Source: an optimization exercise on an open RTL-to-GDS flow (aim: small area, a short achievable clock period and few clock cycles per item). Production flows keep margins and buffers that such runs may drop.
Where RTL was checked, it was by simulation tests only, not by an equivalence proof against the original.

wip/ember:
Design bch_encoder_seq, start of the top module:
module bch_encoder_seq
#(
    parameter int BEAT_W = 128
) (
    input  logic              clk,
    input  logic              rst_n,
    input  logic              in_valid,
    output logic              in_ready,
    input  logic [BEAT_W-1:0] in_data,
    output logic              out_valid,
    input  logic              out_ready,
    output logic [CW_W-1:0]   out_codeword,
    output logic              busy
);
For scale: ~2700 cells after synthesis, about 33000 sq um of cells after synthesis.
Settings: LEC_CHECK=0, CAP_MARGIN=20, CORE_MARGIN=2, CORE_UTILIZATION=75, SLEW_MARGIN=20, SYNTH_HIERARCHICAL=1, SYNTH_MINIMUM_KEEP_SIZE=0; clock period 14.0 ns.
standard.sh (not shown) runs the stock make flow with config.mk's settings and CLKGATE_MAP_FILE= SYNTH_SCRIPT=/design/flow/synth_recipe.tcl, a recipe that flattens the netlist after the stock synthesis.
==> flow/flow/run.sh <==
#!/bin/bash
# Standard layout, with single-drive port buffers, a tighter setup target for repair and CTS options.
set -euo pipefail
export BUFFER_PORTS_ARGS="-buffer_cell sky130_fd_sc_hd__buf_1"
export SETUP_SLACK_MARGIN=10
export CTS_ARGS="-sink_clustering_enable -repair_clock_nets -dont_use_dummy_load -sink_clustering_size 25 -sink_clustering_max_diameter 100"
bash standard.sh > standard.log 2>&1
wip/ember: done, clean on timing, DRC and antenna
Testbench counts of wip/ember, summed over its fixed seeds: cycles 2,064, items 512.
Relative to wip/ember, the following input files were edited for wip/maple:
Settings: a change of CORE_UTILIZATION from 75 to 50.
## What came out
Between wip/maple and wip/ember, final period utilization is lower for wip/maple, wip/ember comes in above that. The average wire per cell in the routed design in wip/maple was higher than what wip/ember gave. Compare wip/maple and wip/ember | hold slack lower: wip/maple. Delta (wip/maple minus wip/ember): number of cells on the critical path saw a decrease, proportion of cell area occupied by multi-input gates went down by 0.62 points, cell area after placement increased about 1.8%, area growth from synthesis to layout moved up.
Input-level comparison between wip/onyx and wip/maple:
Settings: changing CORE_UTILIZATION from 50 to 60.
==> flow/flow/run.sh <==
#!/bin/bash
# Standard layout, with single-drive port buffers, a tighter setup target for repair and CTS options.
set -euo pipefail
export BUFFER_PORTS_ARGS="-buffer_cell sky130_fd_sc_hd__buf_1"
export SETUP_SLACK_MARGIN=10
export CTS_ARGS="-sink_clustering_enable -repair_clock_nets -dont_use_dummy_load -sink_clustering_size 20 -sink_clustering_max_diameter 60"
bash standard.sh > standard.log 2>&1
Route | wip/onyx vs wip/maple | wire shorter in wip/onyx. Diff wip/maple -> wip/onyx: post-route non-filler standard cell count decreased about 3.8%; number of buffers added by the clock tree synthesis step increased about 28%; layout net count increased 14; share of the final layout cell area in multi-input gates essentially unchanged. ~same design area in wip/maple and wip/onyx. Remaining antenna violation count after routing: wip/maple vs wip/onyx identical. Sequential share of layout area for wip/onyx: 0.21 points down relative to wip/maple. wip/onyx ended up with a lower length of routed met2 wiring than wip/maple did.
#### Input delta (wip/quartz over wip/onyx)
==> flow/flow/run.sh <==
#!/bin/bash
# Standard layout, with single-drive port buffers, a tighter setup target for repair and CTS options.
set -euo pipefail
export BUFFER_PORTS_ARGS="-buffer_cell sky130_fd_sc_hd__buf_1"
export SETUP_SLACK_MARGIN=10
export CTS_ARGS="-sink_clustering_enable -repair_clock_nets -dont_use_dummy_load -sink_clustering_size 25 -sink_clustering_max_diameter 100"
bash standard.sh > standard.log 2>&1
Findings:
Global-route usage was lower in the run labelled wip/quartz. Taking wip/onyx as the reference, in wip/quartz post-cts gate resize count went down by 21, post-route non-filler standard cell count was more or less identical, aggregate routed wire length went down by about 0.9%. First-pass GRT wire length ends up lower on wip/quartz. Going from wip/onyx to wip/quartz, clock input transition at the sequential cells of the worst setup and hold paths grows by 20 ps.
Here is what was changed in the inputs of wip/violet compared with wip/quartz.
diff --git a/flow/flow/run.sh b/flow/flow/run.sh
--- a/flow/flow/run.sh
+++ b/flow/flow/run.sh
@@ -3,5 +3,5 @@
 set -euo pipefail
 export BUFFER_PORTS_ARGS="-buffer_cell sky130_fd_sc_hd__buf_1"
-export SETUP_SLACK_MARGIN=10
+export SETUP_SLACK_MARGIN=10.1
 export CTS_ARGS="-sink_clustering_enable -repair_clock_nets -dont_use_dummy_load -sink_clustering_size 25 -sink_clustering_max_diameter 100"
 bash standard.sh > standard.log 2>&1
- Comparing wip/quartz with wip/violet, the number of max-slew violations in the final report came out essentially unchanged.
- Changes observed in wip/violet relative to wip/quartz: met3 routing resource usage after global routing increased 1.5 points; fraction of met1 tracks used by global routing increased 2.4 points.
- Reported for wip/violet and wip/quartz, die area turned out identical to the last digit.
- wip/quartz → wip/violet: wire length up 22 mm, final critical-path setup slack down 12 ps, overall via count from detail_route up about 10%.

========
== willow ==
bch_encoder_seq, a different RTL version from the one above (not shown whole).
For scale: roughly 1700 cells after synthesis, roughly 830 flip-flops.
clock: 14.0 ns
lec_check: 0
cap_margin: 20
core_margin: 2
core_utilization: 40
slew_margin: 20
synth_hierarchical: 1
synth_minimum_keep_size: 0
==> flow/flow/run.sh <==
#!/bin/bash
# Standard layout, with single-drive port buffers and a tighter setup target for repair.
set -euo pipefail
export BUFFER_PORTS_ARGS="-buffer_cell sky130_fd_sc_hd__buf_1"
export SETUP_SLACK_MARGIN=10
export CTS_ARGS="-sink_clustering_enable -repair_clock_nets -dont_use_dummy_load"
bash standard.sh > standard.log 2>&1
willow | stages: all done | timing, DRC, antenna: all pass
Modified inputs, indigo compared to willow
==> flow/flow/run.sh <==
#!/bin/bash
# Standard layout, with single-drive port buffers and a tighter setup target for repair.
set -euo pipefail
export BUFFER_PORTS_ARGS="-buffer_cell sky130_fd_sc_hd__buf_1"
export SETUP_SLACK_MARGIN=9
bash standard.sh > standard.log 2>&1
### Flow results
Worst hold-check slack, willow and indigo, lower one = willow.
Changes observed in indigo relative to willow: non-clock buffer count barely changed; sequential portion of the cell area barely changed; final worst slack dropped 0.84 ns; global-route usage barely changed; wire length climbed 0.46%.
indigo reports a lower detailed-route vias per instance than willow does.
The length of routed met3 wiring of indigo exceeds that of willow by about 0.47%.
[compare] base=willow new=indigo: count of vias placed by the detailed router increased by 147 relative to the old numbers.
Function was not checked in any run of this note: the RTL went through the layout flow alone.

[separate check: timing with driven ports]
The flow's constraints put no driver on any port. The routed layouts listed below were extracted and timed again, unchanged, in two steps. Step 1 assumes that a clkbuf_16 drives the clock port and a buf_2 every other input. Step 2 adds t to the input delays and takes it off the output delays; t is the mean of the earliest and latest rising clock arrival at the registers after step 1. Input paths then give back, and output paths get back, about the clock's delay inside the block. Three values: ideal, step 1, step 2; two values: the first two.
run	t, ns	setup WS [ns]	hold slack, ns	clock arrival spread, ns	worst slew at a driven data input, ns
wip/ember	0.645	9.939 / 9.939 / 9.939	0.476 / 0.476 / 0.476	0.047 / 0.047	0.11
wip/maple	0.647	9.987 / 9.918 / 10.027	0.472 / 0.472 / 0.472	0.030 / 0.030	0.11
wip/onyx	0.664	9.958 / 9.888 / 10.119	0.454 / 0.454 / 0.454	0.063 / 0.064	0.08
wip/quartz	0.647	9.990 / 9.925 / 10.061	0.471 / 0.471 / 0.471	0.038 / 0.038	0.08
wip/violet	0.653	9.978 / 9.910 / 10.128	0.464 / 0.464 / 0.464	0.050 / 0.050	0.10
willow	0.668	9.942 / 9.878 / 9.967	0.364 / 0.364 / 0.364	0.090 / 0.089	0.08
indigo	0.703	9.101 / 9.101 / 9.101	0.414 / 0.414 / 0.414	0.029 / 0.030	0.09
After both steps every run listed still meets setup and hold.
